What follows belongs to an exercise in optimizing a design on an open flow for small area and few clock cycles per item; a production flow would make more cautious choices.
At most, simulation tests tie the RTL to the original design; equivalence was not proved.
No functional check of the RTL was part of run 1.

## flow/design.v (module list and top-level ports; edited modules follow where they fit)
// module fp_mult_pipe: 1365 lines
module fp_mult_pipe #(
   parameter int EXP_W = 8,
   parameter int MAN_W = 23
) (
   input  logic                 clk,
   input  logic                 rst_n,
   input  logic                 in_valid,
   output logic                 in_ready,
   input  logic [EXP_W+MAN_W:0] x,
   input  logic [EXP_W+MAN_W:0] y,
   output logic                 out_valid,
   input  logic                 out_ready,
   output logic [EXP_W+MAN_W:0] result
   ,
   output logic [3:0]           flags
);
  // ...
==> flow/flow/run.sh <==
#!/bin/bash
# Layout flow: the standard ORFS flow, with Yosys's generic `abc -fast` pass
# skipped in synthesis (synth -noabc), so that the full adders written in the RTL
# reach extract_fa as written and keep one polarity through the adder tree.
# The technology mapping abc pass at the end of synthesis still runs.
set -euo pipefail
cd "$(dirname "$0")/.."
bash standard.sh synth SYNTH_ARGS=-noabc > synth.log 2>&1
bash standard.sh finish SYNTH_ARGS=-noabc > layout.log 2>&1
==> flow/standard.sh <==
#!/bin/bash
# synth_recipe.tcl (not shown) runs the flow's synth.tcl, then flattens the netlist and writes it again
# the make line also repeats each setting of config.mk as NAME=value (left out here)
make -C /OpenROAD-flow-scripts/flow DESIGN_CONFIG=/design/flow/config.mk WORK_HOME=/design/flow/orfs CLKGATE_MAP_FILE= SYNTH_SCRIPT=/design/flow/synth_recipe.tcl "${@:-finish}"
==> flow/config.mk <==
export PLATFORM = sky130hd
export DESIGN_NAME = fp_mult_pipe
export DESIGN_NICKNAME = fp_mult_pipe
export VERILOG_FILES = /design/flow/design.v
export SDC_FILE = /design/flow/constraint.sdc
export NUM_CORES = 4
export LEC_CHECK = 0
export CAP_MARGIN = 20
export CORE_MARGIN = 2
export CORE_UTILIZATION = 40
export GPL_TIMING_DRIVEN = 0
export SLEW_MARGIN = 20
==> flow/constraint.sdc <==
create_clock -name core_clock -period 7.5 [get_ports {clk}]
set_input_delay 1.5000 -clock core_clock [delete_from_list [all_inputs] [get_ports {clk}]]
set_output_delay 1.5000 -clock core_clock [all_outputs]
set_load 0.01 [all_outputs]
==> flow_summary.yaml, run 1 <==
routing:
  dr.pass1.iters: 5
  first_iter_violations: 1386
  drc: 0
  drt-met1-wl_um: 26100
critical_path:
  r2r-start: "v_q$_DFFE_PN0P_"
  worstSetupEndpoint: "ph_q[23]$_DFFE_PP_"
  cp.depth: 20
  path_max_fanout: 10
  start_kind: "input port"
  crit_required_ns: 7.55
final_layout:
  antennaDiodeCount: 0
  top_register: "ph_q"
  mostFrequentLayoutCell: "fa_1"
  inv_count: 95
  fin_util_pct: 51.8
  sh_seq_area_pct: 5.78
floorplan:
  row_count: 74
  io-pin-count: 106
  coreArea_mm2: 0.0409
global_route:
  use_met1_pct: 38.3
  met2_usage_pct: 43.2
  grt_pass1_wl_um: 92900
sta:
  fmax_mhz: 136
  finalSetupTns_ns: 0
  finalCritPeriodShare_pct: 98.4
  slew_headroom_pct: 44.8
  finalHoldViolCount: 0
clock_tree:
  cts-resized-gates: 490
  worstSkewPairLatency_ns: 0.29
  ctsHtreeMaxLevel: 2
job:
  cap_violations: 0
logic_synthesis:
  yosysUniqueCellTypes: 74
  synthMuxAreaShare_pct: 0.889
  yosys.area_share.simple_pct: 11.2
  synth-xor-area-share_pct: 16.1
  yosys_warnings: 1
  synth_compound_area_share_pct: 19.5
  synth.most_common_cell: "xnor2_1"
  synthAdderAreaFrac_pct: 39.6
placement:
  placed_area_mm2: 0.0183
  gp_congestion: 1.00
  dp_cells: 2467
run_status:
  status: "timing/DRC/antenna clean"
==> inputs of run 2 (changes only) <==
--- a/flow/design.v
+++ b/flow/design.v
@@ -1308,39 +1308,44 @@
          s_q   <= sx ^ sy;
          e_q   <= {1'b0, ex} + {1'b0, ey};
          ph_q  <= p[PW-1:MAN_W-1];
          st_q  <= st_d;
          sc_q  <= sc_d;
          inv_q <= inv_d;
       end
    end
-   logic             msb, grd, stk, rnd, cry, ovf, unf;
+   logic             msb, rnd1, rnd0, rnd, cry, ovf, unf, inx;
    logic [SW-1:0]    man_n;
-   logic [SW:0]      man_r;
+   logic [SW-1:0]    ones;    
    logic [MAN_W-1:0] frac;
-   logic [XW-1:0]    e_s;
    logic [EXP_W-1:0] e_o;
    assign msb   = ph_q[SW+1];
    assign man_n = msb ? ph_q[SW+1:2] : ph_q[SW:1];
-   assign grd   = msb ? ph_q[1] : ph_q[0];
-   assign stk   = msb ? (ph_q[0] | st_q) : st_q;
-   assign rnd   = grd & (stk | man_n[0]);
-   assign man_r = {1'b0, man_n} + (SW+1)'(rnd);
-   assign cry   = man_r[SW];
-   assign frac  = man_r[MAN_W-1:0];
-   assign e_s   = {1'b0, e_q} + XW'(msb) + XW'(cry);
-   assign e_o   = e_s[EXP_W-1:0] - BIAS[EXP_W-1:0];
-   assign ovf   = (e_s >= EMAX + BIAS);
-   assign unf   = (e_s <= BIAS);
+   assign rnd1  = ph_q[1] & (ph_q[0] | st_q | ph_q[2]);
+   assign rnd0  = ph_q[0] & (st_q | ph_q[1]);
+   assign rnd   = msb ? rnd1 : rnd0;
+   assign inx   = ph_q[0] | st_q | (msb & ph_q[1]);
+   always_comb begin
+      ones[0] = 1'b1;
+      for (int i = 1; i < SW; i++)
+         ones[i] = ones[i-1] & man_n[i-1];
+   end
+   assign frac = man_n[MAN_W-1:0] ^ ({MAN_W{rnd}} & ones[MAN_W-1:0]);
+   assign cry  = rnd & ones[SW-1] & man_n[SW-1];
+   logic [XW-1:0] e_s;
+   assign e_s = {1'b0, e_q} + XW'(msb) + XW'(cry);
+   assign e_o = e_s[EXP_W-1:0] - BIAS[EXP_W-1:0];
+   assign ovf = (e_s >= EMAX + BIAS);
+   assign unf = (e_s <= BIAS);
    logic [W-1:0] r_d;
    logic [3:0]   f_d;
    always_comb begin
       r_d = {s_q, e_o, frac};
-      f_d = {3'b000, grd | stk};
+      f_d = {3'b000, inx};
       case (sc_q)
          2'b11: begin
             r_d = QNAN;
             f_d = {inv_q, 3'b000};
          end
          2'b10: begin
             r_d = {s_q, EONES, {MAN_W{1'b0}}};
             f_d = 4'b0000;
==> flow/flow/run.sh (replaced) <==
#!/bin/bash
# Layout flow: the standard ORFS flow (standard.sh) with three changes:
#  - synthesis skips Yosys's generic `abc -fast` pass (synth -noabc), so the full
#    adders written in the RTL reach extract_fa as written;
#  - the final ABC technology mapping uses flow/abc.script (area recovery under a
#    delay target, then gate sizing) instead of ORFS's abc_speed.script;
#  - every port is buffered by a buf_2 instead of the default clkdlybuf4s50_1.
set -euo pipefail
cd "$(dirname "$0")/.."
W=$(pwd)
export FLOW_SYNTH_TCL=$W/synth_recipe.tcl
export FLOW_ABC_SCRIPT=$W/flow/abc.script
export BUFFER_PORTS_ARGS="-buffer_cell sky130_fd_sc_hd__buf_2"
bash standard.sh synth SYNTH_ARGS=-noabc SYNTH_SCRIPT=$W/flow/synth.tcl > synth.log 2>&1
bash standard.sh finish SYNTH_ARGS=-noabc SYNTH_SCRIPT=$W/flow/synth.tcl > layout.log 2>&1
==> flow/flow/abc.script (new file) <==
strash
dch
map -D 5500
topo
stime -c
buffer -c
upsize -c -D 5500
dnsize -c -D 5500
==> flow/flow/synth.tcl (new file) <==
# The standard flow's synthesis script (synth_recipe.tcl, sourced below unchanged), with the
# technology-mapping ABC run given our own script (flow/abc.script) in place of
# ORFS's abc_speed.script.  Only the combinational mapping changes; registers are
# mapped before ABC runs and keep their standard-synthesis names and cells.
proc abc {args} {
  set i [lsearch -exact $args -script]
  if { $i >= 0 } {
    lset args [expr {$i + 1}] $::env(FLOW_ABC_SCRIPT)
    puts "flow/synth.tcl: abc -script $::env(FLOW_ABC_SCRIPT)"
  }
  yosys abc {*}$args
}
source $::env(FLOW_SYNTH_TCL)
==> flow/config.mk (replaced) <==
export PLATFORM = sky130hd
export DESIGN_NAME = fp_mult_pipe
export DESIGN_NICKNAME = fp_mult_pipe
export VERILOG_FILES = /design/flow/design.v
export SDC_FILE = /design/flow/constraint.sdc
export NUM_CORES = 4
export LEC_CHECK = 0
export CAP_MARGIN = 20
export CORE_MARGIN = 2
export CORE_UTILIZATION = 40
export CTS_BUF_LIST = sky130_fd_sc_hd__clkbuf_8
export GPL_TIMING_DRIVEN = 0
export SLEW_MARGIN = 20
==> run 2 against run 1 <==
Area after synthesis fell by 2.0%. Synthesized cell count up 3.6%. Wire length down 1.9%. Highest routed layer is now met4. Critical path type is now flop to output port.
==> flow_summary.yaml, run 2 <==
run_status:
  status: "timing/DRC/antenna clean"
sta:
  worst_slew_pin_slew_ns: 1.07
  finalHoldViolCount: 0
  fmax_mhz: 136
  finalSetupTns_ns: 0
  setup_violations: 0
  layout_setup_ws_ns: 0.135
  maxSlewViolCount: 0
  min_period_ns: 7.37
  fin_worst_skew_ns: 0.00562
  finalCritPeriodShare_pct: 98.2
  grt_setup_unrepaired: "true"
  slew_headroom_pct: 28.7
placement:
  portBuffers: 104
  dpl.hpwl_um: 51300
  dpl_worst_slack_ns: -1.39
  placed_area_mm2: 0.0175
  gp_congestion: 1.01
critical_path:
  slowest_stage: "edfxtp_1"
  crit_path_frequent_cell: "nor2_4"
  worstSetupPathType: "flop to output port"
  start_kind: "flop"
  slowest_delay_ns: 0.47
  crit_required_ns: 6.00
  path_max_fanout: 5
  critPathArrivalTime_ns: 5.87
  end_kind: "output port"
logic_synthesis:
  synth_top_cell_area_share_pct: 31.7
  netlist_instances: 1899
  netlist_area_mm2: 0.0163
  yosys_warnings: 1
  synthArstFlopShare_pct: 2.44
  ys_dominant_reg_cell: "edfxtp_1"
  synth_seq_cells: 41
  synth.most_common_cell: "fa_1"
  synth_edf_count: 40
  avgSynthCellArea_um2: 8.57
  synth.top_cells.by_count: "fa_1, xor2_1, o22ai_1"
  synth_seq_area_share_pct: 7.54
  synth_area_leaders: "fa_1, xor2_1, o22ai_1"
  syn_nets: 2335
  yosysUniqueCellTypes: 44
  yosysTopAreaCell: "fa_1"
routing:
  drc: 0
  vias: 15033
  dr.pass1.iters: 5
  ant_nets: 0
  wl_um: 60000
  avgViaCountPerCell: 5.85
  first_iter_violations: 1378
  avgRoutedWirePerCell_um: 23.4
clock_tree:
  cts_hold_buf: 0
  cts_tree: "built"
  worstSkewPairLatency_ns: 0.30
  ctsHtreeMaxLevel: 2
  cts_sinks: 41
  cts.clk_slew.worst_paths_ns: 0.08
  numCtsBuffers: 5
  clockBufferDepth: 2
  cts_root_buffer: "clkbuf_8"
global_route:
  grt_max_degree: 28
  antenna_found_initial: 0
  grt_overflow: 0
  grt_pass1_vias: 15081
  grt_pass1_wl_um: 89400
  track_usage_pct: 28.2
job:
  cap_violations: 0
final_layout:
  top_register: "ph_q"
  drive_gt1_share_pct: 15.8
  largestRegisters: "ph_q (26), e_q (9), sc_q (2)"
  mostFrequentLayoutCells: "fa_1, xor2_1, o22ai_1, inv_1, nand2_1"
  finalInstanceArea_mm2: 0.0187
  area_growth_pct: 14.6
  largest_reg_flops: 26
  nFillCells: 3972
  antennaDiodeCount: 0
  mostFrequentLayoutCell: "fa_1"
  multi_input_area_mm2: 0.0144
  finalNetCount: 2478
  seq_area_mm2: 0.00123
floorplan:
  die_w_um: 206
  coreArea_mm2: 0.0399
  io-pin-count: 106
  die-area_mm2: 0.0423
  start_util_pct: 40.8
  die_y_um: 206
  row_count: 73
min_path:
  hold_path_class: "flop to flop"
==> run 2: cells by family after synthesis <==
| family | count (synthesis) | share of synthesized area, % |
|---|---|---|
| flops | 41 | 7.54 |
| simple gates | 357 | 9.12 |
| compound gates | 501 | 18.4 |
| buf+inv | 306 | 7.06 |
| fa+ha+maj | 368 | 40.2 |
| mux | 11 | 0.677 |
| xor+xnor | 315 | 17.0 |
==> run 2: final cells by class <==
cell class,count,share of cell area (%)
clock inverter,3,0.349
tap,525,3.52
clock buffer,5,0.369
sequential,41,6.57
inverter,199,4.04
multi-input combinational,1552,77.2
buffer,92,3.00
timing repair buffer,151,4.98
==> run 2: worst max-delay path: cells and delay by family (launching register included) <==
family / cells / cell delay, ns
and+or+nand+nor: 24 / 2.82
buffers and inverters: 11 / 1.00
AOI/OAI and AO/OA: 5 / 0.59
DFF: 1 / 0.47
adders and majority gates: 2 / 0.46
xor gates and xnor gates: 1 / 0.19
==> run 2: worst paths after layout <==
kind | start | end | slack, ns | cells after the start
setup / recovery | ph_q[25]$_DFFE_PP_ | result[22] | 0.13 | 43
hold / removal | v_q$_DFFE_PN0P_ | v_q$_DFFE_PN0P_ | 0.84 | 2
setup reg to reg | v_q$_DFFE_PN0P_ | ph_q[2]$_DFFE_PP_ | 6.19 | 2
hold reg to reg | v_q$_DFFE_PN0P_ | v_q$_DFFE_PN0P_ | 0.84 | 2
max in group asynchronous | rst_n | v_q$_DFFE_PN0P_ | 6.46 | 1
min in group asynchronous | rst_n | v_q$_DFFE_PN0P_ | 0.96 | 1
==> run 2: layer usage <==
layer,wire length [µm],vias up,global-route usage (%)
met4,1710,0,7.01
met1,25700,7450,38.6
met5,0,-,0
li1,-,6815,-
met3,4900,90,4.15
met2,27700,678,46.7
==> run 2: stage by stage <==
| step | instances | util (%) | hold WS, ns |
|---|---|---|---|
| floorplan | 1899 | - | 1.20 |
| global placement | 2528 | 43.7 | 1.27 |
| detailed placement | 2529 | 43.8 | 0.848 |
| CTS | 2537 | 45.1 | 0.866 |
| global route | 2568 | 46.7 | 0.906 |
| finish | 2568 | 46.7 | 0.835 |
==> run 2: timing repair <==
action / in CTS / in global routing
resized for setup: 130 / 142
endpoints found under the setup margin: 58 / 44
cloned: 0 / 2
pin swaps: 11 / 42
endpoints found under the hold margin: 0 / 0
setup buffers: 13 / 31
Testbench counts of run 2, summed over its fixed seeds: cycles 16,008, items 16,000.
==> inputs of run 3 (changes only) <==
==> flow/flow/abc.script (replaced) <==
strash
ifraig
dch -f
map -D 5500
strash
dch -f
map -D 5500
topo
stime -c
buffer -c
upsize -c -D 5500
dnsize -c -D 5500
==> run 3 against run 2 <==
Die area down 0.25%. Core utilization down 0.22 points. Setup slack better by 0.13 ns. Non-clock buffer count up 20. Flip-flop and latch count unchanged. Sequential share of layout area about the same. Area after synthesis down 0.25%.
==> flow_summary.yaml, run 3 <==
run_status:
  status: "timing/DRC/antenna clean"
routing:
  dr.pass1.iters: 5
  drc: 0
  ant_nets: 0
  vias: 14975
  first_iter_violations: 1402
  avgViaCountPerCell: 5.74
  wl_um: 59300
  avgRoutedWirePerCell_um: 22.7
final_layout:
  finalInstanceArea_mm2: 0.0186
  largest_reg_flops: 26
  mostFrequentLayoutCell: "xor2_1"
  seq_area_mm2: 0.00123
  multi_input_area_mm2: 0.0141
  top_register: "ph_q"
  fin_util_pct: 46.5
  area_growth_pct: 14.4
  largestRegisters: "ph_q (26), e_q (9), sc_q (2)"
  nFillCells: 3998
  drive_gt1_share_pct: 15.9
  mostFrequentLayoutCells: "xor2_1, fa_1, o22ai_1, inv_1, nand2_1"
  finalNetCount: 2516
logic_synthesis:
  synth_top_cell_area_share_pct: 31.8
  yosys_warnings: 1
  yosysUniqueCellTypes: 42
  ys_dominant_reg_cell: "edfxtp_1"
  synth_seq_cells: 41
  avgSynthCellArea_um2: 8.47
  syn_nets: 2351
  synth.most_common_cell: "xor2_1"
  synth_seq_area_share_pct: 7.56
  synth_edf_count: 40
  netlist_instances: 1915
  yosysTopAreaCell: "fa_1"
  synthArstFlopShare_pct: 2.44
  netlist_area_mm2: 0.0162
  synth.top_cells.by_count: "xor2_1, fa_1, o22ai_1"
  synth_area_leaders: "fa_1, xor2_1, o22ai_1"
placement:
  dpl.hpwl_um: 50500
  placed_area_mm2: 0.0174
  portBuffers: 105
  gp_congestion: 1.00
critical_path:
  r2r_setup_slack_ns: 6.11
  startpoint: "y[5]"
  ff2ff_path_depth: 2
  cp.depth: 24
  path_max_fanout: 11
  end_kind: "flop"
  slowest_delay_ns: 0.54
  worst_path_dominant_cell_family: "adder cells"
  path_cells: "buf_2, ha_1, nor2_4, buf_2, inv_1, a21oi_1, fa_1, inv_1, fa_1, fa_1, fa_1, fa_1, ha_1, inv_1, nor2_1, inv_1, o21ai_0, a21oi_1, inv_1, nor2_1, o21ai_0, nand3_1, nand3_1, xor2_1"
  start_kind: "input port"
  r2r-start: "v_q$_DFFE_PN0P_"
  crit_required_ns: 7.55
  cp_num_buf_inv: 7
  worstSetupEndpoint: "ph_q[24]$_DFFE_PP_"
  slowest_stage: "fa_1"
  critPathArrivalTime_ns: 7.28
  r2r_end: "e_q[5]$_DFFE_PP_"
  worstSetupPathType: "input port to flop"
sta:
  fmax_mhz: 138
  worst_slew_pin_slew_ns: 1.01
  setup_violations: 0
  min_period_ns: 7.24
  finalCritPeriodShare_pct: 96.5
  finalHoldViolCount: 0
  fin_worst_skew_ns: 0.00671
  maxSlewViolCount: 0
  slew_headroom_pct: 32.8
floorplan:
  die_y_um: 205
  die_w_um: 205
  io-pin-count: 106
  row_count: 73
  die-area_mm2: 0.0422
  start_util_pct: 40.7
  coreArea_mm2: 0.0399
clock_tree:
  numCtsBuffers: 5
  ctsHtreeMaxLevel: 2
  cts_root_buffer: "clkbuf_8"
  clockBufferDepth: 2
  cts_tree: "built"
  cts_sinks: 41
  worstSkewPairLatency_ns: 0.30
  cts.clk_slew.worst_paths_ns: 0.08
global_route:
  track_usage_pct: 28.0
  grt_max_degree: 25
  antenna_found_initial: 3
  grt_pass1_wl_um: 88900
  grt_pass1_vias: 15150
  grt_overflow: 0
min_path:
  hold_path_class: "flop to flop"
job:
  cap_violations: 0
==> run 3: cell types whose count changed after synthesis, sizes merged, moves of 7 or more <==
cell   delta
nand2     +7
inv      +20
a21oi     -9
mux2i    -11
xnor2    -39
or2       -7
xor2     +28
==> run 3: per-stage QoR <==
stage	setup slack (ns)	std cells	hold WS (ns)	TNS [ns]
finish	0.262	2607	0.917	0
global route	-0.0891	2606	0.954	-0.679
CTS	-0.00981	2550	0.947	-0.00981
detailed placement	-1.56	2546	0.926	-33.54
global placement	-1.49	2545	1.27	-29.84
floorplan	0.156	1915	1.20	0
==> run 3: layout make-up <==
cell class / instances / share of cell area [%]
Tap cell: 525 / 3.54
Antenna cell: 1 / 0.0135
Multi-Input combinational cell: 1546 / 76.1
Timing Repair Buffer: 174 / 5.77
Inverter: 223 / 4.72
Sequential cell: 41 / 6.61
Clock inverter: 3 / 0.0741
Buffer: 89 / 2.82
Clock buffer: 5 / 0.371
==> run 3: cells by family after synthesis <==
family | after synthesis | synth area share (%)
flops | 41 | 7.56
xor+xnor | 304 | 16.4
simple gates | 375 | 9.60
compound gates | 499 | 18.5
buf+inv | 328 | 7.59
fa+ha+maj | 368 | 40.3
==> run 3: tightest hold or removal path, stage by stage (launching register included) <==
cell and delay (ns):
dfrtp_1 0.36, nand2_2 0.36, nand2_1 0.16
==> run 3: worst min-delay path by stage <==
stage	endpoint	slack [ns]	start	cells after the start
after floorplan	v_q$_DFFE_PN0P_	1.20	rst_n	0
after global placement	v_q$_DFFE_PN0P_	1.27	rst_n	1
after detailed placement	v_q$_DFFE_PN0P_	0.93	v_q$_DFFE_PN0P_	2
after CTS	v_q$_DFFE_PN0P_	0.95	rst_n	1
after global routing	v_q$_DFFE_PN0P_	0.95	rst_n	1
final	v_q$_DFFE_PN0P_	0.92	v_q$_DFFE_PN0P_	2
==> run 3: layer usage <==
metal  track usage, %  wire, µm
met5                0        26
met4             9.74      2470
met3             4.43      4830
met2             45.6     26800
met1             37.7     25200
==> run 3: repair_timing <==
action / 4_1_cts / 5_1_grt
hold buffers: 0 / 0
pin swaps: 4 / 24
hold endpoints to repair: 0 / 0
resized for setup: 99 / 198
endpoints found under the setup margin: 59 / 47
setup buffers: 8 / 60
==> inputs of run 4 (changes only) <==
==> flow/flow/abc.script (replaced) <==
strash
ifraig
dch -f
map -D 5500
topo
stime -c
buffer -c
upsize -c -D 5500
dnsize -c -D 5500
==> run 4 against run 3 <==
Count of clock-buffer cells in the layout did not move. Core utilization is 2.3 points lower. Maximum frequency fell by 1.2%. Final area fell by 3.2%. Critical endpoint is now ph_q[20]$_DFFE_PP_. Largest cell class unchanged.
==> flow_summary.yaml, run 4 <==
critical_path:
  crit_path_frequent_cell: "fa_1"
  r2r_setup_slack_ns: 6.22
  slowest_stage: "clkbuf_1"
  path_cells: "buf_2, inv_1, clkbuf_1, xor2_1, o22ai_1, ha_1, fa_1, fa_1, fa_1, fa_1, ha_1, a21oi_1, o21ai_0, a21oi_2, inv_1, a21oi_1, nand3b_1, o21ai_0, xor2_1"
  end_kind: "flop"
  start_kind: "input port"
  path_max_fanout: 10
  worstSetupPathType: "input port to flop"
  crit_required_ns: 7.55
  critPathArrivalTime_ns: 7.38
  slowest_delay_ns: 0.79
logic_synthesis:
  synth.top_cells.by_count: "fa_1, xor2_1, o22ai_1"
  ys_dominant_reg_cell: "edfxtp_1"
  yosys_warnings: 1
  synth_area_leaders: "fa_1, xor2_1, o22ai_1"
  syn_nets: 2365
  netlist_instances: 1929
  synth_edf_count: 40
  avgSynthCellArea_um2: 8.49
  synth_seq_cells: 41
  netlist_area_mm2: 0.0164
  synth_seq_area_share_pct: 7.48
  yosysUniqueCellTypes: 47
  synthArstFlopShare_pct: 2.44
  yosysTopAreaCell: "fa_1"
  synth_top_cell_area_share_pct: 31.5
  synth.most_common_cell: "fa_1"
min_path:
  hold_path_class: "flop to flop"
floorplan:
  io-pin-count: 106
  die-area_mm2: 0.0426
  row_count: 74
  start_util_pct: 40.3
  die_w_um: 206
  die_y_um: 206
  coreArea_mm2: 0.0406
routing:
  avgViaCountPerCell: 5.87
  drc: 0
  first_iter_violations: 1527
  avgRoutedWirePerCell_um: 23.5
  wl_um: 60400
  vias: 15081
  dr.pass1.iters: 6
  ant_nets: 0
sta:
  min_period_ns: 7.33
  fin_worst_skew_ns: 0.00537
  finalCritPeriodShare_pct: 97.7
  setup_violations: 0
  whs_ns: 0.798
  slew_headroom_pct: 20.8
  finalHoldViolCount: 0
  maxSlewViolCount: 0
  worst_slew_pin_slew_ns: 1.19
  fmax_mhz: 136
clock_tree:
  worstSkewPairLatency_ns: 0.30
  ctsHtreeMaxLevel: 2
  cts_root_buffer: "clkbuf_8"
  cts_tree: "built"
  clockBufferDepth: 2
  cts_hold_buf: 0
  cts.clk_slew.worst_paths_ns: 0.08
  numCtsBuffers: 5
  cts_sinks: 41
final_layout:
  drive_gt1_share_pct: 9.52
  seq_area_mm2: 0.00123
  antennaDiodeCount: 0
  largest_reg_flops: 26
  top_register: "ph_q"
  mostFrequentLayoutCells: "fa_1, xor2_1, o22ai_1, inv_1, nand2_1"
  fin_util_pct: 44.2
  multi_input_area_mm2: 0.0142
  largestRegisters: "ph_q (26), e_q (9), sc_q (2)"
  finalInstanceArea_mm2: 0.0180
  area_growth_pct: 9.71
  nFillCells: 4082
  mostFrequentLayoutCell: "fa_1"
  finalNetCount: 2473
global_route:
  met3_usage_pct: 4.02
  met2_usage_pct: 46.0
  grt-busiest-layer: "met2"
  grt_pass1_wl_um: 89900
  antenna_found_initial: 0
  grt_overflow: 0
  track_usage_pct: 28.4
  use_met1_pct: 38.6
  grt_max_degree: 28
  grt_pass1_vias: 15161
placement:
  placed_area_mm2: 0.0176
  portBuffers: 105
  dpl.hpwl_um: 51900
  gp_congestion: 0.990
job:
  cap_violations: 0
run_status:
  status: "timing/DRC/antenna clean"
[run 4: cell types whose count changed after synthesis, sizes merged, moves of 5 or more]
cell    change
nor3        +5
xor2       -25
a21oi       +8
nor4        -6
inv        -14
o211ai      +5
xnor2      +41
[run 4: path summary, 6_finish.rpt]
check	depth (start not counted)	end	from
max reg2reg	2	ph_q[12]$_DFFE_PP_	v_q$_DFFE_PN0P_
min	2	v_q$_DFFE_PN0P_	v_q$_DFFE_PN0P_
min in group asynchronous	1	v_q$_DFFE_PN0P_	rst_n
max in group asynchronous	1	v_q$_DFFE_PN0P_	rst_n
min reg2reg	2	v_q$_DFFE_PN0P_	v_q$_DFFE_PN0P_
max	19	ph_q[20]$_DFFE_PP_	x[8]
[run 4: kinds of logic (layout without fill, tap and decap cells)]
kind of cell	Yosys count	in the layout	share of synthesized area, %
AO/OA/AOI/OAI	507	507	18.5
adder cells (fa/ha/maj)	368	368	39.9
XOR/XNOR	320	320	17.1
flip-flops	41	41	7.48
AND/OR/NAND/NOR	382	382	9.81
buffers and inverters	311	420	7.13
[run 4: critical path: cells and delay by family]
| family | cells | cell delay [ns] |
|---|---|---|
| compound gates | 6 | 1.58 |
| buf+inv | 4 | 1.16 |
| xor+xnor | 2 | 0.37 |
| simple gates | 1 | 0.19 |
| fa+ha+maj | 6 | 2.55 |
[run 4: area by class of cell]
cell class / count / share of cell area [%]
clock inverter: 3 / 0.0974
inverter: 205 / 4.30
timing repair buffer: 112 / 3.33
buffer: 95 / 2.60
sequential: 41 / 6.82
tap: 532 / 3.70
multi-input combinational: 1577 / 78.8
clock buffer: 5 / 0.383
[run 4: stage by stage]
step	setup slack [ns]	cells	setup TNS [ns]
floorplan	0.425	1929	0
global placement	-0.916	2566	-17.87
detailed placement	-0.939	2567	-20.67
CTS	0.00103	2576	0
global route	-0.0307	2570	-0.117
finish	0.172	2570	0
[run 4: what timing repair did]
item / 4_1_cts / 5_1_grt
gates cloned: 0 / 0
endpoints found under the setup margin: 53 / 45
setup buffers: 1 / 5
pin swaps: 1 / 5
gates resized for setup: 52 / 77
hold endpoints to repair: 0 / 0
[run 4: routing by layer]
| metal | wire, µm | share of wire, % | vias up |
|---|---|---|---|
| met5 | 0 | 0 | - |
| met4 | 2540 | 4.2 | 0 |
| met3 | 5040 | 8.3 | 134 |
| met2 | 26500 | 44 | 726 |
| met1 | 26300 | 44 | 7368 |
| li1 | - | - | 6853 |
==> inputs of run 5 (changes only) <==
==> flow/flow/abc.script (replaced) <==
strash
ifraig
dch -f
map -D 5500
topo
stime -c
upsize -c -D 5500
dnsize -c -D 5500
==> run 5 against run 4 <==
Final area up 0.93%. Global-route usage down 2.0 points. Sequential share of layout area down 0.063 points. Clock skew about the same. Worst hold slack worse by 0.079 ns. Wire length down 8.2%. First-iteration DRC count down 25%. Maximum frequency up 0.58%. Largest cell class unchanged.
==> flow_summary.yaml, run 5 <==
run_status:
  status: "timing/DRC/antenna clean"
final_layout:
  largestRegisters: "ph_q (26), e_q (9), sc_q (2)"
  top_register: "ph_q"
  mostFrequentLayoutCells: "fa_1, xor2_1, o22ai_1, clkinv_1, nand2_1"
  area_growth_pct: 13.5
  mostFrequentLayoutCell: "fa_1"
  drive_gt1_share_pct: 11.3
  largest_reg_flops: 26
  nFillCells: 3857
  finalNetCount: 2411
  antennaDiodeCount: 0
global_route:
  grt_pass1_wl_um: 84600
  grt_pass1_vias: 14935
  grt_overflow: 0
  grt_max_degree: 33
  track_usage_pct: 26.4
  antenna_found_initial: 0
critical_path:
  r2r-start: "v_q$_DFFE_PN0P_"
  worstSetupPathType: "input port to flop"
  worst_path_dominant_cell_family: "adder cells"
  crit_path_frequent_cell: "fa_1"
  r2r_end: "ph_q[11]$_DFFE_PP_"
  start_kind: "input port"
  end_kind: "flop"
  critPathArrivalTime_ns: 7.33
  r2r_setup_slack_ns: 6.29
  slowest_delay_ns: 0.55
  crit_required_ns: 7.55
  cp_num_buf_inv: 4
  path_cells: "buf_2, ha_1, clkinvlp_4, o22ai_1, fa_1, fa_1, fa_1, fa_1, fa_1, ha_1, clkinv_1, nor2_1, clkinv_1, o21ai_0, a21oi_1, nand2_1, nand3_1, o21ai_0, xor2_1"
  path_max_fanout: 20
  slowest_stage: "fa_1"
  ff2ff_path_depth: 2
sta:
  min_period_ns: 7.29
  finalHoldViolCount: 0
  worst_slew_pin_slew_ns: 1.17
  fin_worst_skew_ns: 0.00575
  slew_headroom_pct: 21.4
  maxSlewViolCount: 0
  setup_violations: 0
  grt_setup_unrepaired: "true"
  finalSetupTns_ns: 0
  finalCritPeriodShare_pct: 97.1
  layout_setup_ws_ns: 0.214
  fmax_mhz: 137
routing:
  dr.pass1.iters: 5
  ant_nets: 0
  avgViaCountPerCell: 5.91
  avgRoutedWirePerCell_um: 22.2
  vias: 14772
  drc: 0
  first_iter_violations: 1150
  wl_um: 55400
logic_synthesis:
  synth_area_leaders: "fa_1, xor2_1, o22ai_1"
  netlist_area_mm2: 0.0160
  yosys_warnings: 1
  netlist_instances: 1823
  synth_seq_area_share_pct: 7.67
  avgSynthCellArea_um2: 8.77
  synth_compound_area_share_pct: 19.0
  syn_nets: 2259
  ys_dominant_reg_cell: "edfxtp_1"
  synthMuxAreaShare_pct: 0
  yosysUniqueCellTypes: 41
  synth-xor-area-share_pct: 17.5
  synth.most_common_cell: "fa_1"
  synth_seq_cells: 41
  synthArstFlopShare_pct: 2.44
  yosysTopAreaCell: "fa_1"
  synthAdderAreaFrac_pct: 40.9
  synth_top_cell_area_share_pct: 32.3
  synth_edf_count: 40
  yosys.area_share.simple_pct: 10.1
  synth.top_cells.by_count: "fa_1, xor2_1, o22ai_1"
  synth_top_family_by_area: "adder cells"
clock_tree:
  cts_sinks: 41
  numCtsBuffers: 5
  ctsHtreeMaxLevel: 2
  worstSkewPairLatency_ns: 0.30
  cts.clk_slew.worst_paths_ns: 0.08
  clockBufferDepth: 2
  cts_root_buffer: "clkbuf_8"
  cts_tree: "built"
min_path:
  min_path_cells: 2
  hold_path_class: "flop to flop"
  hp-start: "v_q$_DFFE_PN0P_"
  hold_end: "v_q$_DFFE_PN0P_"
placement:
  dpl.hpwl_um: 45300
  gp_congestion: 0.958
  portBuffers: 105
  dpl_worst_slack_ns: -1.13
job:
  cap_violations: 0
floorplan:
  die_y_um: 204
  die-area_mm2: 0.0416
  die_w_um: 204
  coreArea_mm2: 0.0395
  row_count: 73
  start_util_pct: 40.4
  io-pin-count: 106
[run 5: metrics by stage]
| step | std cells | cell area [µm²] | utilization, % | hold WS [ns] |
|---|---|---|---|---|
| 6_report | 2501 | 18100 | 45.9 | 0.719 |
| 5_1_grt | 2501 | 18100 | 45.9 | 0.796 |
| 4_1_cts | 2480 | 17800 | 45.0 | 0.739 |
| 3_5_place_dp | 2467 | 17600 | 44.5 | 0.719 |
| 3_3_place_gp | 2453 | 17200 | 43.5 | 1.27 |
| 2_1_floorplan | 1823 | 16000 | - | 1.20 |
[run 5: metal layers]
metal | share of wire (%) | GRT usage [%] | up-vias
met5 | 0.15 | 0 | -
met4 | 3.4 | 9.15 | 2
met3 | 8.9 | 4.85 | 116
met2 | 44 | 41.2 | 710
met1 | 44 | 36.9 | 7182
li1 | - | - | 6762
[run 5: logic make-up (layout without fill, tap and decap cells)]
kind of cell / count (synthesis) / after routing
AO/OA/AOI/OAI: 507 / 507
XOR/XNOR: 320 / 320
adder cells (fa/ha/maj): 368 / 368
buffers and inverters: 205 / 357
flip-flops: 41 / 41
AND/OR/NAND/NOR: 382 / 383
[run 5: worst register-to-register path, delay by kind of cell, from the launching register on]
kind / cells / cell delay [ns]
DFF: 1 / 0.39
and+or+nand+nor: 1 / 0.26
buffers and inverters: 1 / 0.24
[run 5: how the worst max path moves through the flow]
stage	depth (start not counted)	end	slack [ns]	from
detailed placement	30	result[22]	-1.13	ph_q[25]$_DFFE_PP_
global placement	20	ph_q[25]$_DFFE_PP_	-1.79	y[11]
floorplan	19	ph_q[25]$_DFFE_PP_	0.12	y[11]
finish	19	ph_q[23]$_DFFE_PP_	0.21	y[17]
CTS	19	ph_q[23]$_DFFE_PP_	0.007	y[20]
global route	32	result[22]	-0.09	ph_q[25]$_DFFE_PP_
[run 5: area by class of cell]
type                            instances  area [µm²]  share of cell area (%)
Multi-Input combinational cell       1578       14200                    78.5
Sequential cell                        41        1230                    6.76
Timing Repair Buffer                  142        1050                    5.81
Inverter                              205         847                    4.67
Tap cell                              525         657                    3.62
Clock buffer                            5        68.8                   0.379
Clock inverter                          3        41.3                   0.228
Timing Repair inverter                  2        10.0                  0.0552
[run 5: what timing repair did]
item	in CTS	in global routing
resized for setup	22	54
hold endpoints to repair	0	0
buffers inserted	5	18
endpoints found under the setup margin	49	46
pin swaps	1	9
hold buffers	0	0
cloned	0	3
==> inputs of run 6 (changes only) <==
==> flow/flow/abc.script (replaced) <==
strash
ifraig
dch -f
amap
topo
stime -c
buffer -c
upsize -c -D 5500
dnsize -c -D 5500
==> run 6 against run 5 <==
Wire length grew 42%. Critical endpoint is now result[20]. Core utilization grew 2.2 points. The layout now fails its checks (negative setup slack). Highest routed layer is now met4. Via count is 19% higher. Register-to-register slack barely moved. First-iteration DRC count is 62% higher. Count of clock-buffer cells in the layout unchanged. Critical path depth is 21 higher. Worst hold slack better by 0.015 ns. Die area is 1.3% lower.
==> flow_summary.yaml, run 6 <==
logic_synthesis:
  syn_nets: 2356
  synth_seq_cells: 41
  netlist_instances: 1920
  yosysTopAreaCell: "fa_1"
  yosys_warnings: 1
  synth-xor-area-share_pct: 0
  synth.top_cells.by_count: "o22ai_1, fa_1, clkbuf_1"
  yosysUniqueCellTypes: 46
  synth_area_leaders: "fa_1, o22ai_1, ha_1"
  synth_top_family_by_area: "adder cells"
  avgSynthCellArea_um2: 8.21
  ys_dominant_reg_cell: "edfxtp_1"
  synth.most_common_cell: "o22ai_1"
  netlist_area_mm2: 0.0158
  synth_edf_count: 40
  synth_seq_area_share_pct: 7.78
  yosys.area_share.simple_pct: 9.44
  synthMuxAreaShare_pct: 0
  synth_top_cell_area_share_pct: 32.8
  synthAdderAreaFrac_pct: 41.5
  synth_compound_area_share_pct: 33.1
  synthArstFlopShare_pct: 2.44
placement:
  dpl.hpwl_um: 63300
  portBuffers: 104
  dp_cells: 2543
  dpl_worst_slack_ns: -1.49
  gp_congestion: 1.05
sta:
  worst_slew_pin_slew_ns: 1.06
  slew_headroom_pct: 29.2
  grt_setup_unrepaired: "true"
  setup_violations: 1
  whs_ns: 0.734
  finalCritPeriodShare_pct: 101
  maxSlewViolCount: 0
  fin_worst_skew_ns: 0.00992
  layout_setup_ws_ns: -0.0718
  finalHoldViolCount: 0
  fmax_mhz: 132
  min_period_ns: 7.57
floorplan:
  start_util_pct: 40.7
  io-pin-count: 106
  row_count: 72
  die_w_um: 203
  coreArea_mm2: 0.0387
  die_y_um: 203
  die-area_mm2: 0.0410
global_route:
  grt_pass1_vias: 17705
  grt_overflow: 0
  grt_pass1_wl_um: 113000
  antenna_found_initial: 1
  track_usage_pct: 37.4
  grt_max_degree: 38
routing:
  ant_nets: 0
  vias: 17522
  avgViaCountPerCell: 6.72
  routed-wl-met2_um: 35400
  drt-met1-wl_um: 31700
  wl_um: 78700
  wl_met3_um: 7850
  drc: 0
  dr.pass1.iters: 6
  first_iter_violations: 1861
  avgRoutedWirePerCell_um: 30.2
  highest_layer: "met4"
critical_path:
  crit_required_ns: 6.00
  worstSetupPathType: "flop to output port"
  crit_path_frequent_cell: "buf_4"
  slowest_delay_ns: 0.42
  end_kind: "output port"
  start_kind: "flop"
  path_max_fanout: 10
  critPathArrivalTime_ns: 6.07
  slowest_stage: "edfxtp_1"
clock_tree:
  cts_sinks: 41
  numCtsBuffers: 5
  cts_root_buffer: "clkbuf_8"
  cts_tree: "built"
  worstSkewPairLatency_ns: 0.30
  ctsHtreeMaxLevel: 2
  cts.clk_slew.worst_paths_ns: 0.07
  clockBufferDepth: 2
final_layout:
  largestRegisters: "ph_q (26), e_q (9), sc_q (2)"
  top_register: "ph_q"
  largest_reg_flops: 26
  stdcell_count: 2606
  mostFrequentLayoutCell: "o22ai_1"
  area_growth_pct: 18.0
  finalNetCount: 2522
  nFillCells: 3874
  drive_gt1_share_pct: 20.7
  mostFrequentLayoutCells: "o22ai_1, fa_1, inv_1, nor2_1, buf_2"
run_status:
  violations: "negative setup slack"
  status: "failed layout checks"
job:
  cap_violations: 0
min_path:
  hold_path_class: "flop to flop"
==> run 6: changes by cell type after synthesis, sizes merged, moves of 80 or more <==
cell | previous run | this run
clkinv | 205 | 13
clkbuf | 0 | 169
nand2 | 162 | 82
inv | 0 | 159
o22ai | 244 | 565
xor2 | 256 | 0
==> run 6: path summary, 6_finish.rpt <==
path,startpoint,end,slack [ns],cells after the start
worst max-delay path,ph_q[25]$_DFFE_PP_,result[20],-0.07,40
worst min-delay path,v_q$_DFFE_PN0P_,v_q$_DFFE_PN0P_,0.73,2
worst max register to register,v_q$_DFFE_PN0P_,ph_q[7]$_DFFE_PP_,6.29,3
worst min register to register,v_q$_DFFE_PN0P_,v_q$_DFFE_PN0P_,0.73,2
max in group asynchronous,rst_n,v_q$_DFFE_PN0P_,6.46,1
min in group asynchronous,rst_n,v_q$_DFFE_PN0P_,0.95,1
==> run 6: kinds of logic (layout without fill, tap and decap cells) <==
group           after synthesis  count (layout)
compound gates              832             832
fa+ha+maj                   368             368
buf+inv                     345             512
flops                        41              41
other cells                   0               1
simple gates                334             334
==> run 6: per-layer routing <==
metal	global-route usage, %	vias up
met1	48.7	8523
met5	0	-
met2	60.9	1118
li1	-	7634
met4	15.3	0
met3	7.53	247
==> run 6: final cells by class <==
type | instances | area, µm² | share of cell area (%)
Multi-Input combinational cell | 1534 | 14200 | 76.1
Sequential cell | 41 | 1230 | 6.59
Timing Repair Buffer | 171 | 1040 | 5.61
Buffer | 161 | 774 | 4.16
Inverter | 172 | 673 | 3.62
Tap cell | 518 | 648 | 3.48
Clock buffer | 5 | 68.8 | 0.370
Clock inverter | 3 | 12.5 | 0.0672
Antenna cell | 1 | 2.50 | 0.0134
==> run 6: worst max-delay path, delay by kind of cell, from the launching register on <==
kind                   cells  cell delay, ns
AO/OA/AOI/OAI              2            0.48
buffers and inverters     33            4.37
flip-flops                 1            0.42
AND/OR/NAND/NOR            5            0.49
==> run 6: repair_timing <==
action                                 4_1_cts  5_1_grt
cloned                                       2        0
setup endpoints to repair                   59       54
endpoints found under the hold margin        0        0
setup buffers                               44       19
hold buffers                                 0        0
pin swaps                                   19       33
resized for setup                          168      216
==> run 6: stage by stage <==
stage / utilization (%) / cell area [µm²] / setup TNS [ns]
after detailed placement: 43.8 / 17000 / -64.72
after CTS: 46.1 / 17900 / 0
after global placement: 43.7 / 16900 / -88.25
after floorplan: - / 15800 / 0
final: 48.0 / 18600 / -0.0718
after global routing: 48.0 / 18600 / -4.26
==> inputs of run 7 (changes only) <==
==> flow/flow/abc.script (replaced) <==
strash
ifraig
&get -n
&dch -f
&put
dch -f
map -D 5500
topo
stime -c
buffer -c
upsize -c -D 5500
dnsize -c -D 5500
==> run 7 against run 6 <==
Flip-flop and latch count unchanged. The run now finishes clean. Die area increased by 2.9%. Final area decreased by 0.34%. Global-route usage decreased by 7.3 points. Final cell count decreased by 0.96%. Via count decreased by 13%. Wire length decreased by 19%.
==> flow_summary.yaml, run 7 <==
run_status:
  status: "timing/DRC/antenna clean"
clock_tree:
  worstSkewPairLatency_ns: 0.30
  numCtsBuffers: 5
  cts_tree: "built"
  clockBufferDepth: 2
  cts_root_buffer: "clkbuf_8"
  cts.clk_slew.worst_paths_ns: 0.07
  cts_sinks: 41
  ctsHtreeMaxLevel: 2
job:
  cap_violations: 0
floorplan:
  coreArea_mm2: 0.0399
  io-pin-count: 106
  row_count: 73
  die_y_um: 205
  die_w_um: 205
  start_util_pct: 40.7
  die-area_mm2: 0.0422
sta:
  whs_ns: 0.683
  setup_violations: 0
  fmax_mhz: 137
  worst_slew_pin_slew_ns: 0.936
  finalCritPeriodShare_pct: 97.6
  min_period_ns: 7.32
  layout_setup_ws_ns: 0.178
  fin_worst_skew_ns: 0.00611
  slew_headroom_pct: 37.5
  maxSlewViolCount: 0
  finalSetupTns_ns: 0
  finalHoldViolCount: 0
critical_path:
  slowest_delay_ns: 0.62
  crit_path_frequent_cell: "fa_1"
  worstSetupPathType: "input port to flop"
  slowest_stage: "inv_1"
  end_kind: "flop"
  path_cells: "buf_2, inv_1, xor2_1, o22ai_1, fa_1, fa_1, fa_1, fa_1, fa_1, ha_1, a21oi_1, a21boi_0, nand2_1, a221oi_1, o21ai_0, xor2_1"
  start_kind: "input port"
  r2r_setup_slack_ns: 6.31
  crit_required_ns: 7.53
  path_max_fanout: 11
  critPathArrivalTime_ns: 7.36
placement:
  dpl.hpwl_um: 54100
  placed_area_mm2: 0.0174
  dpl_worst_slack_ns: -1.54
  gp_congestion: 1.02
  portBuffers: 105
logic_synthesis:
  synth_seq_area_share_pct: 7.56
  ys_dominant_reg_cell: "edfxtp_1"
  synth.top_cells.by_count: "o22ai_1, fa_1, xor2_1"
  yosys_warnings: 1
  synth_top_cell_area_share_pct: 31.8
  yosysTopAreaCell: "fa_1"
  netlist_area_mm2: 0.0162
  synthArstFlopShare_pct: 2.44
  synth_area_leaders: "fa_1, xor2_1, o22ai_1"
  avgSynthCellArea_um2: 8.58
  yosysUniqueCellTypes: 47
  netlist_instances: 1892
  synth.most_common_cell: "o22ai_1"
  synth_seq_cells: 41
  synth_edf_count: 40
  syn_nets: 2328
global_route:
  antenna_found_initial: 1
  grt_max_degree: 33
  track_usage_pct: 30.1
  grt_pass1_wl_um: 93200
  grt_overflow: 0
  grt_pass1_vias: 14941
routing:
  first_iter_violations: 1455
  ant_nets: 0
  vias: 15319
  drc: 0
  dr.pass1.iters: 5
  wl_um: 63800
  avgViaCountPerCell: 5.94
  avgRoutedWirePerCell_um: 24.7
min_path:
  hold_path_class: "flop to flop"
final_layout:
  largestRegisters: "ph_q (26), e_q (9), sc_q (2)"
  mostFrequentLayoutCell: "o22ai_1"
  antennaDiodeCount: 0
  finalInstanceArea_mm2: 0.0185
  largest_reg_flops: 26
  mostFrequentLayoutCells: "o22ai_1, fa_1, xor2_1, inv_1, nor2_1"
  drive_gt1_share_pct: 15.7
  area_growth_pct: 14.3
  top_register: "ph_q"
  finalNetCount: 2491
-- run 7: final timing paths --
path | cells past startpoint | start | to
min in group asynchronous | 1 | rst_n | v_q$_DFFE_PN0P_
max reg2reg | 2 | v_q$_DFFE_PN0P_ | ph_q[5]$_DFFE_PP_
min reg2reg | 2 | v_q$_DFFE_PN0P_ | v_q$_DFFE_PN0P_
max | 16 | x[18] | ph_q[18]$_DFFE_PP_
min | 2 | v_q$_DFFE_PN0P_ | v_q$_DFFE_PN0P_
max in group asynchronous | 1 | rst_n | v_q$_DFFE_PN0P_
-- run 7: worst max-delay path, delay by kind of cell --
family                   cells  cell delay (ns)
AND/OR/NAND/NOR              1             0.15
adder cells (fa/ha/maj)      6             2.88
buffers and inverters        2             0.82
AO/OA/AOI/OAI                5             1.49
XOR/XNOR                     2             0.49
-- run 7: timing repair --
action,4_1_cts,5_1_grt
hold buffers,0,0
pin swaps,3,23
buffers inserted,10,53
gates resized for setup,113,185
endpoints found under the setup margin,59,46
-- run 7: per-stage QoR --
stage	util (%)	cells
final	46.5	2581
after global routing	46.5	2581
after CTS	44.8	2531
after detailed placement	43.7	2523
after global placement	43.6	2522
after floorplan	-	1892
-- run 7: routing by layer --
layer  up-vias  wire (µm)  track usage, %
met5         -          0               0
met4         0       2770            10.8
met3       136       6030            6.89
met2       768      28400            47.8
met1      7530      26600            40.2
li1       6885          -               -
-- run 7: final cells by class --
cell class                 instances  area (µm²)
inverter                         205         786
tap                              525         657
timing repair buffer             169        1030
sequential                        41        1230
clock buffer                       5        68.8
clock inverter                     3        37.5
buffer                            92         578
multi-input combinational       1541       14200
fill                            3981       21400
-- run 7: cells by family after synthesis --
group / share of synthesized area [%]
and+or+nand+nor: 9.08
adders and majority gates: 40.3
muxes: 1.05
AOI/OAI and AO/OA: 18.6
xor gates and xnor gates: 16.2
buffers and inverters: 7.17
DFF: 7.56
==> inputs of run 8 (changes only) <==
==> flow/flow/abc.script (replaced) <==
strash
ifraig
balance
rewrite
refactor
balance
rewrite
rewrite -z
balance
refactor -z
rewrite -z
balance
dch -f
map -D 5500
topo
stime -c
buffer -c
upsize -c -D 5500
dnsize -c -D 5500
==> run 8 against run 7 <==
Count of clock-buffer cells in the layout unchanged. Maximum frequency about the same. Register-to-register slack worse by 0.18 ns. Largest cell class unchanged.
==> flow_summary.yaml, run 8 <==
run_status:
  status: "timing/DRC/antenna clean"
critical_path:
  critPathArrivalTime_ns: 7.36
  crit_required_ns: 7.55
  slowest_delay_ns: 0.70
  path_cells: "buf_2, inv_1, xor2_2, o22ai_1, ha_1, fa_1, fa_1, fa_1, ha_1, nand2_1, a211o_1, a31oi_1, o21ai_0, o211a_1, nor3_1, a2111oi_2, buf_4, o21ai_2, a311oi_2, xor2_1"
  start_kind: "input port"
  path_max_fanout: 12
  slowest_stage: "inv_1"
  worstSetupPathType: "input port to flop"
  end_kind: "flop"
  crit_path_frequent_cell: "fa_1"
  worst_path_dominant_cell_family: "adder cells"
  cp_num_buf_inv: 3
placement:
  dpl.hpwl_um: 51200
  gp_congestion: 0.984
  placed_area_mm2: 0.0176
  dp_cells: 2589
  dpl_worst_slack_ns: -1.66
  portBuffers: 104
sta:
  slew_headroom_pct: 34.2
  finalHoldViolCount: 0
  worst_slew_pin_slew_ns: 0.987
  finalCritPeriodShare_pct: 97.6
  fmax_mhz: 137
  fin_worst_skew_ns: 0.00327
  whs_ns: 0.910
  setup_violations: 0
  layout_setup_ws_ns: 0.183
  min_period_ns: 7.32
  grt_setup_unrepaired: "true"
  maxSlewViolCount: 0
logic_synthesis:
  netlist_instances: 1952
  ys_dominant_reg_cell: "edfxtp_1"
  synth_edf_count: 40
  avgSynthCellArea_um2: 8.39
  synth_top_cell_area_share_pct: 31.6
  synth_area_leaders: "fa_1, xor2_1, o22ai_1"
  netlist_area_mm2: 0.0164
  yosysTopAreaCell: "fa_1"
  synth.most_common_cell: "xor2_1"
  synth_seq_cells: 41
  yosys_warnings: 1
  yosysUniqueCellTypes: 41
  synthArstFlopShare_pct: 2.44
  synth.top_cells.by_count: "xor2_1, fa_1, o22ai_1"
  syn_nets: 2388
  synth_seq_area_share_pct: 7.49
floorplan:
  die_w_um: 206
  die-area_mm2: 0.0426
  die_y_um: 206
  coreArea_mm2: 0.0406
  start_util_pct: 40.3
  io-pin-count: 106
  row_count: 74
routing:
  ant_nets: 0
  first_iter_violations: 1351
  avgViaCountPerCell: 5.79
  dr.pass1.iters: 5
  wl_um: 59600
  drc: 0
  vias: 15219
  avgRoutedWirePerCell_um: 22.7
clock_tree:
  clockBufferDepth: 2
  cts.clk_slew.worst_paths_ns: 0.08
  cts_sinks: 41
  ctsHtreeMaxLevel: 2
  worstSkewPairLatency_ns: 0.30
  numCtsBuffers: 5
  cts_tree: "built"
  cts_hold_buf: 0
  cts_root_buffer: "clkbuf_8"
global_route:
  grt_pass1_vias: 15408
  track_usage_pct: 28.1
  grt_pass1_wl_um: 89800
  grt_max_degree: 23
  antenna_found_initial: 1
  grt_overflow: 0
final_layout:
  seq_area_mm2: 0.00123
  largestRegisters: "ph_q (26), e_q (9), sc_q (2)"
  finalNetCount: 2531
  finalInstanceArea_mm2: 0.0184
  multi_input_area_mm2: 0.0142
  area_growth_pct: 12.7
  stdcell_count: 2629
  drive_gt1_share_pct: 14.2
  mostFrequentLayoutCell: "xor2_1"
  top_register: "ph_q"
  nFillCells: 4139
  mostFrequentLayoutCells: "xor2_1, fa_1, o22ai_1, inv_1, nor2_1"
  largest_reg_flops: 26
job:
  cap_violations: 0
min_path:
  hold_path_class: "flop to flop"
==> run 8: changes by cell type after synthesis, moves of 14 or more <==
| cell | before | now |
|---|---|---|
| xor2_1 | 246 | 278 |
| nor3_1 | 38 | 21 |
| clkbuf_1 | 80 | 97 |
| nand2_1 | 108 | 123 |
| o22ai_1 | 261 | 245 |
| buf_1 | 25 | 11 |
| xnor2_1 | 54 | 11 |
| nor2_1 | 140 | 172 |
| a21oi_1 | 90 | 127 |
| a31oi_1 | 3 | 19 |
==> run 8: kinds of logic after synthesis <==
| kind of cell | after synthesis | synth area share (%) |
|---|---|---|
| mux | 9 | 0.550 |
| fa+ha+maj | 368 | 40.0 |
| xor+xnor | 289 | 15.5 |
| flops | 41 | 7.49 |
| buf+inv | 329 | 7.54 |
| compound gates | 533 | 19.3 |
| simple gates | 383 | 9.73 |
==> run 8: area by class of cell <==
| cell class | instances | share of cell area, % |
|---|---|---|
| inverters | 221 | 4.56 |
| flip-flops and latches | 41 | 6.65 |
| plain buffers | 98 | 2.98 |
| diodes | 1 | 0.0136 |
| repair buffers | 146 | 4.65 |
| multi-input cells | 1582 | 77.1 |
| well taps | 532 | 3.61 |
| clock buffers | 5 | 0.373 |
| clock inverters | 3 | 0.0950 |
==> run 8: routing by layer <==
| metal | part of all wire (%) | vias to the layer above | global-route usage [%] |
|---|---|---|---|
| met5 | 0.022 | - | 0 |
| met4 | 4.8 | 2 | 11.7 |
| met3 | 7.8 | 125 | 4.18 |
| met2 | 45 | 707 | 45.7 |
| met1 | 42 | 7382 | 37.3 |
| li1 | - | 7003 | - |
==> run 8: timing repair <==
| action | CTS | global route |
|---|---|---|
| setup endpoints to repair | 57 | 48 |
| buffers inserted | 2 | 39 |
| pin swaps | 4 | 17 |
| gates resized for setup | 98 | 151 |
| hold endpoints to repair | 0 | 0 |
==> run 8: path summary, 6_finish.rpt <==
check / start / to / slack, ns / cells after the start
setup / recovery: x[0] / ph_q[22]$_DFFE_PP_ / 0.18 / 20
hold / removal: v_q$_DFFE_PN0P_ / v_q$_DFFE_PN0P_ / 0.91 / 2
setup reg to reg: v_q$_DFFE_PN0P_ / e_q[5]$_DFFE_PP_ / 6.13 / 2
hold reg to reg: v_q$_DFFE_PN0P_ / v_q$_DFFE_PN0P_ / 0.91 / 2
max in group asynchronous: rst_n / v_q$_DFFE_PN0P_ / 6.45 / 1
min in group asynchronous: rst_n / v_q$_DFFE_PN0P_ / 0.96 / 1
==> run 8: stage by stage <==
step                util [%]  setup TNS [ns]
floorplan                  -               0
finish                  45.4               0
global placement        43.2          -32.43
detailed placement      43.3          -29.99
global route            45.4          -0.245
CTS                     44.1               0
==> run 8: worst reg2reg max path, cell delays in order (launching register included) <==
cell and delay [ns]:
dfrtp_1 0.40, nand2_2 0.43, buf_16 0.24
==> inputs of run 9 (changes only) <==
==> flow/flow/abc.script (replaced) <==
strash
ifraig
dch -f
map -D 5500
topo
stime -c
buffer -c
upsize -c -D 5500
dnsize -c -D 5500
--- a/flow/config.mk
+++ b/flow/config.mk
@@ -8,5 +8,5 @@
 export CAP_MARGIN = 20
 export CORE_MARGIN = 2
-export CORE_UTILIZATION = 40
+export CORE_UTILIZATION = 45
 export CTS_BUF_LIST = sky130_fd_sc_hd__clkbuf_8
 export GPL_TIMING_DRIVEN = 0
==> run 9 against run 8 <==
Die area decreased by 11%. Still clean on timing, DRC and antenna. Via count fell by 0.99%. Critical path type unchanged. Register-to-register slack better by 0.03 ns. Core utilization up 4.8 points. Critical path depth unchanged. First-iteration DRC count is 7.5% higher. Highest routed layer is now met4.
==> flow_summary.yaml, run 9 <==
placement:
  placed_area_mm2: 0.0175
  gp_congestion: 1.03
  portBuffers: 105
  dpl_worst_slack_ns: -1.03
  dp_cells: 2497
  dpl.hpwl_um: 51600
clock_tree:
  cts_hold_buf: 0
  ctsHtreeMaxLevel: 2
  worstSkewPairLatency_ns: 0.30
  cts_tree: "built"
  numCtsBuffers: 5
  cts_sinks: 41
  clockBufferDepth: 2
  cts_root_buffer: "clkbuf_8"
  cts.clk_slew.worst_paths_ns: 0.07
logic_synthesis:
  synth_seq_cells: 41
  synth_area_leaders: "fa_1, xor2_1, o22ai_1"
  synth.top_cells.by_count: "fa_1, xor2_1, o22ai_1"
  netlist_area_mm2: 0.0164
  syn_nets: 2365
  synth_top_cell_area_share_pct: 31.5
  yosys_warnings: 1
  synth.most_common_cell: "fa_1"
  avgSynthCellArea_um2: 8.49
  synthArstFlopShare_pct: 2.44
  synth_seq_area_share_pct: 7.48
  ys_dominant_reg_cell: "edfxtp_1"
  netlist_instances: 1929
  synth_edf_count: 40
  yosysUniqueCellTypes: 47
  yosysTopAreaCell: "fa_1"
critical_path:
  start_kind: "input port"
  slowest_delay_ns: 0.78
  cp_num_buf_inv: 5
  worstSetupPathType: "input port to flop"
  path_max_fanout: 10
  path_cells: "buf_2, inv_1, buf_1, xor2_1, o22ai_1, fa_1, fa_1, fa_1, fa_1, fa_1, ha_1, inv_1, nor2_1, inv_1, nor2_1, o211ai_1, nand2_1, nand3_1, o21ai_0, xor2_1"
  critPathArrivalTime_ns: 7.41
  crit_required_ns: 7.54
  end_kind: "flop"
  crit_path_frequent_cell: "fa_1"
  worst_path_dominant_cell_family: "adder cells"
  slowest_stage: "buf_1"
routing:
  drc: 0
  vias: 15069
  first_iter_violations: 1452
  dr.pass1.iters: 19
  wl_um: 60100
  avgViaCountPerCell: 6.01
  ant_nets: 0
  avgRoutedWirePerCell_um: 24.0
final_layout:
  antennaDiodeCount: 0
  area_growth_pct: 9.52
  stdcell_count: 2507
  drive_gt1_share_pct: 9.97
  largestRegisters: "ph_q (26), e_q (9), sc_q (2)"
  finalInstanceArea_mm2: 0.0179
  finalNetCount: 2481
  largest_reg_flops: 26
  fin_util_pct: 50.2
  top_register: "ph_q"
  mostFrequentLayoutCell: "fa_1"
  mostFrequentLayoutCells: "fa_1, xor2_1, o22ai_1, inv_1, nand2_1"
  nFillCells: 3535
sta:
  finalCritPeriodShare_pct: 98.3
  worst_slew_pin_slew_ns: 1.15
  slew_headroom_pct: 23.2
  finalHoldViolCount: 0
  maxSlewViolCount: 0
  layout_setup_ws_ns: 0.126
  grt_setup_unrepaired: "true"
  fmax_mhz: 136
  whs_ns: 0.873
  setup_violations: 0
  min_period_ns: 7.37
  fin_worst_skew_ns: 0.00388
global_route:
  grt_pass1_vias: 15122
  grt_overflow: 0
  grt_pass1_wl_um: 90400
  track_usage_pct: 31.7
  antenna_found_initial: 0
  grt_max_degree: 23
job:
  cap_violations: 0
min_path:
  hold_path_class: "flop to flop"
run_status:
  status: "timing/DRC/antenna clean"
floorplan:
  io-pin-count: 106
  row_count: 69
  die_y_um: 195
  die-area_mm2: 0.0380
  coreArea_mm2: 0.0357
  start_util_pct: 45.8
  die_w_um: 195
## run 9: repair_timing
item	in CTS	in global routing
cloned	0	1
gates resized for setup	51	86
buffers inserted	2	5
endpoints found under the setup margin	53	47
pin swaps	1	8
## run 9: per-stage QoR
step	TNS [ns]
finish	0
floorplan	0
CTS	0
global placement	-18.35
detailed placement	-21.57
global route	-0.323
## run 9: worst paths after layout
check,depth (start not counted),slack [ns],from,endpoint
max reg2reg,2,6.16,v_q$_DFFE_PN0P_,ph_q[19]$_DFFE_PP_
min reg2reg,2,0.87,v_q$_DFFE_PN0P_,v_q$_DFFE_PN0P_
min in group asynchronous,1,0.96,rst_n,v_q$_DFFE_PN0P_
max,20,0.13,x[12],ph_q[23]$_DFFE_PP_
min,2,0.87,v_q$_DFFE_PN0P_,v_q$_DFFE_PN0P_
max in group asynchronous,1,6.46,rst_n,v_q$_DFFE_PN0P_
## run 9: tightest hold or removal path, delay by kind of cell (launching register included)
family	cells	cell delay, ns
DFF	1	0.36
and+or+nand+nor	2	0.48
## run 9: cells by family after synthesis
group / after synthesis / share of synthesized area [%]
simple gates: 382 / 9.81
compound gates: 507 / 18.5
buf+inv: 311 / 7.13
fa+ha+maj: 368 / 39.9
xor+xnor: 320 / 17.1
flops: 41 / 7.48
## run 9: routing by layer
layer,wire [µm],share of wire [%],track usage (%),up-vias
li1,-,-,-,6866
met1,26000,43,43.9,7347
met2,26300,44,49.6,732
met3,5030,8.4,4.67,124
met4,2690,4.5,13.5,0
met5,0,0,0,-
## run 9: layout make-up
class	instances	area [µm²]	area share, %
Buffer	100	469	2.61
Clock buffer	5	68.8	0.383
Clock inverter	3	17.5	0.0976
Inverter	205	773	4.31
Multi-Input combinational cell	1577	14200	79.1
Sequential cell	41	1230	6.83
Tap cell	461	577	3.21
Timing Repair Buffer	115	626	3.49

[afterwards: timing with drivers on the ports]
The flow's constraints put no driver on any port. The routed layouts listed below were extracted and timed again, unchanged, in two steps. Step 1: set_driving_cell puts a clkbuf_16 on clk and a buf_2 on each other input, an assumption about the parent block. Step 2 adds t to the input delays and takes it off the output delays; t is the mean of the earliest and latest rising clock arrival at the registers after step 1. Input paths then give back, and output paths get back, about the clock's delay inside the block. Three values: ideal ports, drivers, drivers and shift; two values: the first two.
| run | t (ns) | setup WS [ns] | hold WS [ns] | worst setup path at the end | slew at the worst register clock pin (ns) |
|---|---|---|---|---|---|
| run 1 | 0.324 | 0.120 / 0.137 / -0.187 | 0.797 / 0.797 / 0.797 | input to register | 0.06 / 0.06 |
| run 2 | 0.324 | 0.135 / 0.107 / -0.136 | 0.835 / 0.835 / 0.835 | input to register | 0.08 / 0.08 |
| run 3 | 0.323 | 0.262 / 0.267 / -0.056 | 0.917 / 0.917 / 0.917 | input to register | 0.08 / 0.08 |
| run 4 | 0.319 | 0.172 / 0.175 / -0.143 | 0.798 / 0.798 / 0.798 | input to register | 0.08 / 0.08 |
| run 5 | 0.330 | 0.214 / 0.223 / -0.107 | 0.719 / 0.719 / 0.719 | input to register | 0.08 / 0.08 |
| run 6 | 0.335 | -0.072 / -0.107 / -0.253 | 0.734 / 0.734 / 0.734 | input to register | 0.08 / 0.08 |
| run 7 | 0.331 | 0.178 / 0.189 / -0.142 | 0.683 / 0.683 / 0.683 | input to register | 0.08 / 0.08 |
| run 8 | 0.325 | 0.183 / 0.162 / -0.163 | 0.910 / 0.910 / 0.910 | input to register | 0.08 / 0.08 |
| run 9 | 0.330 | 0.126 / 0.143 / -0.186 | 0.873 / 0.873 / 0.873 | input to register | 0.08 / 0.08 |
With both steps, setup timing fails in 8 of these runs, where it was met with ideal ports. The setup slack of run 8, which loses most, moves by -0.021 ns with the drivers and by -0.346 ns with both steps.
